Context: an optimization exercise on an open-source flow, tuned for small area, a short achievable clock period and few clock cycles per item. The choices shown serve that exercise and are no tape-out recipe. At most, simulation tests tie the RTL to the original design; equivalence was not proved.

==> inputs of wip/quartz <==
==> flow/design.v (excerpt) <==
module yuv_to_rgb_top (
	input logic CLOCK_50_I,
	input logic Resetn,
	input logic [31:0] in_pair,
	input logic in_valid,
	output logic in_ready,
	output logic [15:0] out_word,
	output logic out_valid,
	input logic out_ready
);
	logic [15:0] win [6];
	logic [15:0] yq [4];
	logic [1:0] ph, ph_n;
	logic areg, t1, t2, wf;
	logic areg_n, t1_n, t2_n, wf_n;
	logic [7:0] cnt, cnt_n;
	logic [1:0] fl, pd, fl_n, pd_n;
	logic go;
	logic a0, adv, ld;
	logic step_ok, acc, fstep, pstep, stv;
	logic fs, ps;
	logic [7:0] c0, c1, c2, c3, c4, c5;
	logic [8:0] fp, fq, fr;
	logic [9:0] fa_n, fb_n, fa, fb;
	logic fc_n, fc;
	logic [7:0] fir_q;
	logic [7:0] ym, pu, pv, qu, qv;
	logic [24:0] tm, pt, qt;
	logic [2:0] lr_n, lg_n, lr, lg;
	logic [1:0] lb_n, lb;
	logic [9:0] gpa_n, gpb_n, gpa, gpb;
	logic [9:0] r_n, g_n, r, g;
	logic [10:0] b_n, b;
	logic [7:0] rs, gs, bs;
	logic [15:0] word;
	assign a0 = (ph == 2'd0) && wf;
	assign go = !out_valid || out_ready;
	assign adv = go && (a0 || areg || t1 || t2);
	assign ld = adv && ((ph == 2'd0) ? t2 : t1);
	assign step_ok = !wf && !(ph == 2'd1 && areg);
	assign acc = in_valid && in_ready;
	assign fstep = fs;
	assign pstep = ps;
	assign stv = fstep || (acc && cnt >= 8'd3);
	always_comb begin
		ph_n = ph;
		areg_n = areg;
		t1_n = t1;
		t2_n = t2;
		if (adv) begin
			areg_n = (ph == 2'd0 && a0) || (ph == 2'd1 && areg);
			t1_n = (ph == 2'd2 && areg) || (ph != 2'd2 && t1);
			t2_n = (ph == 2'd2 && t1);
			if (!areg_n && !t1_n && !t2_n) ph_n = 2'd0;
			else ph_n = (ph == 2'd2) ? 2'd0 : ph + 2'd1;
		end
		wf_n = (wf && !(a0 && adv)) || stv;
		cnt_n = cnt;
		fl_n = fl;
		pd_n = pd;
		if (acc) begin
			cnt_n = (cnt == 8'(yuv_rgb_pkg::LINE_PAIRS - 1)) ? 8'd0 : cnt + 8'd1;
  ...
export LEC_CHECK = 0
export CAP_MARGIN = 20
export CORE_MARGIN = 2
export CORE_UTILIZATION = 40
export SLEW_MARGIN = 20
create_clock -name core_clock -period 12.0 [get_ports {CLOCK_50_I}]
standard.sh (not shown) runs the stock make flow with config.mk's settings and CLKGATE_MAP_FILE= SYNTH_SCRIPT=/design/flow/synth_recipe.tcl, a recipe that flattens the netlist after the stock synthesis.
==> flow/flow/run.sh <==
#!/bin/bash
# The standard layout (standard.sh) with two changes to how it is made; the
# clock period and constraints are unchanged:
# - ports get a plain buffer (buf_2) instead of the delay cell buffer_ports
#   picks by default;
# - ORFS's repair_timing is asked for a setup margin, so the resizer works on
#   paths longer than the period less the margin.
set -euo pipefail
MARGIN=9.0
sed "s|^make -C |make SETUP_SLACK_MARGIN=$MARGIN SKIP_GATE_CLONING=1 'BUFFER_PORTS_ARGS=-buffer_cell sky130_fd_sc_hd__buf_2' -C |" standard.sh > flow_margin.sh
grep -q "SETUP_SLACK_MARGIN=$MARGIN" flow_margin.sh
bash flow_margin.sh finish > make.log 2>&1
==> wip/harbor: changes against wip/quartz <==
--- a/flow/design.v
+++ b/flow/design.v
@@ -1700,13 +1700,13 @@
 	logic [15:0] yq [4];
 	logic [1:0] ph, ph_n;
 	logic areg, t1, t2, wf;
 	logic areg_n, t1_n, t2_n, wf_n;
 	logic [7:0] cnt, cnt_n;
 	logic [1:0] fl, pd, fl_n, pd_n;
-	logic go;
+	logic sv;
 	logic a0, adv, ld;
 	logic step_ok, acc, fstep, pstep, stv;
 	logic fs, ps;
 	logic [7:0] c0, c1, c2, c3, c4, c5;
 	logic [8:0] fp, fq, fr;
 	logic [9:0] fa_n, fb_n, fa, fb;
@@ -1717,16 +1717,15 @@
 	logic [2:0] lr_n, lg_n, lr, lg;
 	logic [1:0] lb_n, lb;
 	logic [9:0] gpa_n, gpb_n, gpa, gpb;
 	logic [9:0] r_n, g_n, r, g;
 	logic [10:0] b_n, b;
 	logic [7:0] rs, gs, bs;
-	logic [15:0] word;
+	logic [15:0] word, skid;
 	assign a0 = (ph == 2'd0) && wf;
-	assign go = !out_valid || out_ready;
-	assign adv = go && (a0 || areg || t1 || t2);
+	assign adv = !sv && (a0 || areg || t1 || t2);
 	assign ld = adv && ((ph == 2'd0) ? t2 : t1);
 	assign step_ok = !wf && !(ph == 2'd1 && areg);
 	assign acc = in_valid && in_ready;
 	assign fstep = fs;
 	assign pstep = ps;
 	assign stv = fstep || (acc && cnt >= 8'd3);
@@ -1857,15 +1856,26 @@
 			default: word = {gs, bs};
 		endcase
 	end
 	always_ff @(posedge CLOCK_50_I or negedge Resetn) begin
 		if (!Resetn) begin
 			out_valid <= 1'b0;
+			sv <= 1'b0;
 		end else begin
-			if (ld) out_valid <= 1'b1;
-			else if (out_ready) out_valid <= 1'b0;
+			if (out_valid && out_ready) begin
+				out_valid <= sv || ld;
+				sv <= sv && ld;
+			end else if (ld) begin
+				out_valid <= 1'b1;
+				sv <= out_valid;
+			end
 		end
 	end
 	always_ff @(posedge CLOCK_50_I) begin
-		if (ld) out_word <= word;
+		if (out_valid && out_ready) begin
+			out_word <= sv ? skid : word;
+		end else if (!out_valid) begin
+			out_word <= word;
+		end
+		if (ld) skid <= word;
 	end
 endmodule
--- a/flow/flow/run.sh
+++ b/flow/flow/run.sh
@@ -3,10 +3,10 @@
 # clock period and constraints are unchanged:
 # - ports get a plain buffer (buf_2) instead of the delay cell buffer_ports
 #   picks by default;
 # - ORFS's repair_timing is asked for a setup margin, so the resizer works on
 #   paths longer than the period less the margin.
 set -euo pipefail
-MARGIN=9.0
+MARGIN=8.5
 sed "s|^make -C |make SETUP_SLACK_MARGIN=$MARGIN SKIP_GATE_CLONING=1 'BUFFER_PORTS_ARGS=-buffer_cell sky130_fd_sc_hd__buf_2' -C |" standard.sh > flow_margin.sh
 grep -q "SETUP_SLACK_MARGIN=$MARGIN" flow_margin.sh
 bash flow_margin.sh finish > make.log 2>&1
==> qor summary <==
item	wip/harbor	wip/quartz
Total Routing Usage GR	0.163	0.165
M3 GR Usage	0.0275	0.0272
Setup WS post-layout	8.31 ns	8.28 ns
Row cnt	89	88
Detailed-routing iteration count for the pre-antenna-repair pass	5	7
Run status	no timing/DRC/antenna violations	no timing/DRC/antenna violations
Number of non-clock inverters in the layout	366	340
Weighted congestion reported at the end of routability-driven placement	0.901	0.918
Post-layout net count	2398	2459
Area of the multi-input gates	0.0110 mm^2	0.0115 mm^2
First-pass GRT wire length	76100 um	76800 um
Combined area of all synthesized cells	0.0237 mm^2	0.0231 mm^2
Crit path capture	r[9]	lb[0]
Bufs w/o clock	159	244
Library cell with the highest instance count after synthesis	sky130_fd_sc_hd__inv_1	sky130_fd_sc_hd__edfxtp_1
Synth Net Count	2220	2194
Setup clock skew after layout	0.0262 ns	0.0306 ns
Grt met1 use	0.228	0.217
Later-pin clock latency in the skew report	0.57 ns	0.58 ns
Start of the worst register-to-register path	qt[17]	pu[2]
Testbench counts of wip/harbor, summed over its fixed seeds: cycles 23,376, items 7,680.
The RTL of wip/quartz was laid out without a check of its function.

* * *

==> v7 <==
yuv_to_rgb_top, a different RTL version from the one above (not shown whole).
## yuv_to_rgb_top
module yuv_to_rgb_top (
	input logic CLOCK_50_I,
	input logic Resetn,
	input logic [31:0] in_pair,
	input logic in_valid,
	output logic in_ready,
	output logic [15:0] out_word,
	output logic out_valid,
	input logic out_ready
);
==> flow/config.mk <==
export PLATFORM = sky130hd
export DESIGN_NAME = yuv_to_rgb_top
export DESIGN_NICKNAME = yuv_to_rgb_top
export VERILOG_FILES = /design/flow/design.v
export SDC_FILE = /design/flow/constraint.sdc
export NUM_CORES = 4
export LEC_CHECK = 0
export CAP_MARGIN = 20
export CORE_MARGIN = 2
export CORE_UTILIZATION = 40
export SLEW_MARGIN = 20
==> flow/constraint.sdc <==
create_clock -name core_clock -period 12.0 [get_ports {CLOCK_50_I}]
set_input_delay 2.4000 -clock core_clock [delete_from_list [all_inputs] [get_ports {CLOCK_50_I}]]
set_output_delay 2.4000 -clock core_clock [all_outputs]
set_load 0.01 [all_outputs]
==> flow/flow/run.sh <==
#!/bin/bash
# The standard layout (standard.sh), with ORFS's repair_timing asked for a
# setup margin: the clock period and constraints are unchanged, the resizer
# just works on paths longer than the period less the margin.
set -euo pipefail
MARGIN=${MARGIN:-7.6}
sed "s|^make -C |make SETUP_SLACK_MARGIN=$MARGIN SKIP_GATE_CLONING=1 -C |" standard.sh > flow_margin.sh
grep -q "SETUP_SLACK_MARGIN=$MARGIN" flow_margin.sh
bash flow_margin.sh finish > make.log 2>&1
==> inputs of v2, as changes to v7 <==
==> flow/run.sh (new file) <==
#!/bin/bash
# synth_recipe.tcl (not shown) runs the flow's synth.tcl, then flattens the netlist and writes it again
# the make line also repeats each setting of config.mk as NAME=value (left out here)
make -C /OpenROAD-flow-scripts/flow DESIGN_CONFIG=/design/flow/config.mk WORK_HOME=/design/flow/orfs CLKGATE_MAP_FILE= SYNTH_SCRIPT=/design/flow/synth_recipe.tcl finish
removed: flow/flow/run.sh
removed: flow/standard.sh
==> run summary <==
item	v2	v7
Total number of vias	13195	13162
Final weighted congestion of routability-driven global placement	0.828	0.834
Highest Clock Rate	228 MHz	238 MHz
Average detailed-routed wire length per instance	16.8 um	16.6 um
Pin count of the biggest net entering global routing	81	87
Worst EP required	12.32 ns	12.31 ns
Clock buffer count	55	54
Final design area excluding fillers	26600 um2	26900 um2
Data arrival time of the critical path	4.70 ns	4.51 ns
Worst Min Path Start	yq[2][3]	yq[2][13]
Number of signal-net buffers in the layout	63	86
Non-Filler Instances	2668	2694
Total Nets Final	2308	2331
Share of the final layout cell area in sequential cells	43.2%	42.8%
Outcome	no timing/DRC/antenna violations	no timing/DRC/antenna violations
Vias per inst	4.95	4.89
Global-route wire length before repair	73.3 mm	71.1 mm
Post-route worst hold slack	0.418 ns	0.410 ns
Multi-input combinational area share	41.0%	40.6%
Fillers	5198	5257
Slack of the critical path	7.61 ns	7.80 ns
No run of this note included a check of the RTL's function; only the layout flow was run.

[what the ideal ports hide]
Ports are ideal in the flow. The routed layouts listed here were re-timed in OpenROAD.
Step 1, drivers: a clkbuf_16 drives CLOCK_50_I and a buf_2 each remaining input, both assumed.
Step 2 adds t to the input delays and takes it off the output delays; t is the mean of the earliest and latest rising clock arrival at the registers after step 1. Input paths then give back, and output paths get back, about the clock's delay inside the block.
Slacks: ideal / step 1 / step 2; pairs: ideal / step 1.
run	t, ns	setup WS [ns]	hold WS [ns]	slew at the worst register clock pin (ns)	worst data-port slew with drivers (ns)
wip/quartz	0.623	8.279 / 8.279 / 8.060	0.414 / 0.414 / 0.414	0.06 / 0.06	0.06
wip/harbor	0.621	8.307 / 8.307 / 8.028	0.404 / 0.404 / 0.404	0.06 / 0.06	0.04
v7	0.618	7.802 / 7.802 / 7.291	0.410 / 0.410 / 0.410	0.07 / 0.07	0.04
v2	0.626	7.615 / 7.615 / 7.281	0.418 / 0.418 / 0.418	0.07 / 0.07	0.04
After both steps every run listed still meets setup and hold. For v7, which loses most, drivers alone change the setup slack by 0.000 ns; drivers and shift together by -0.511 ns.
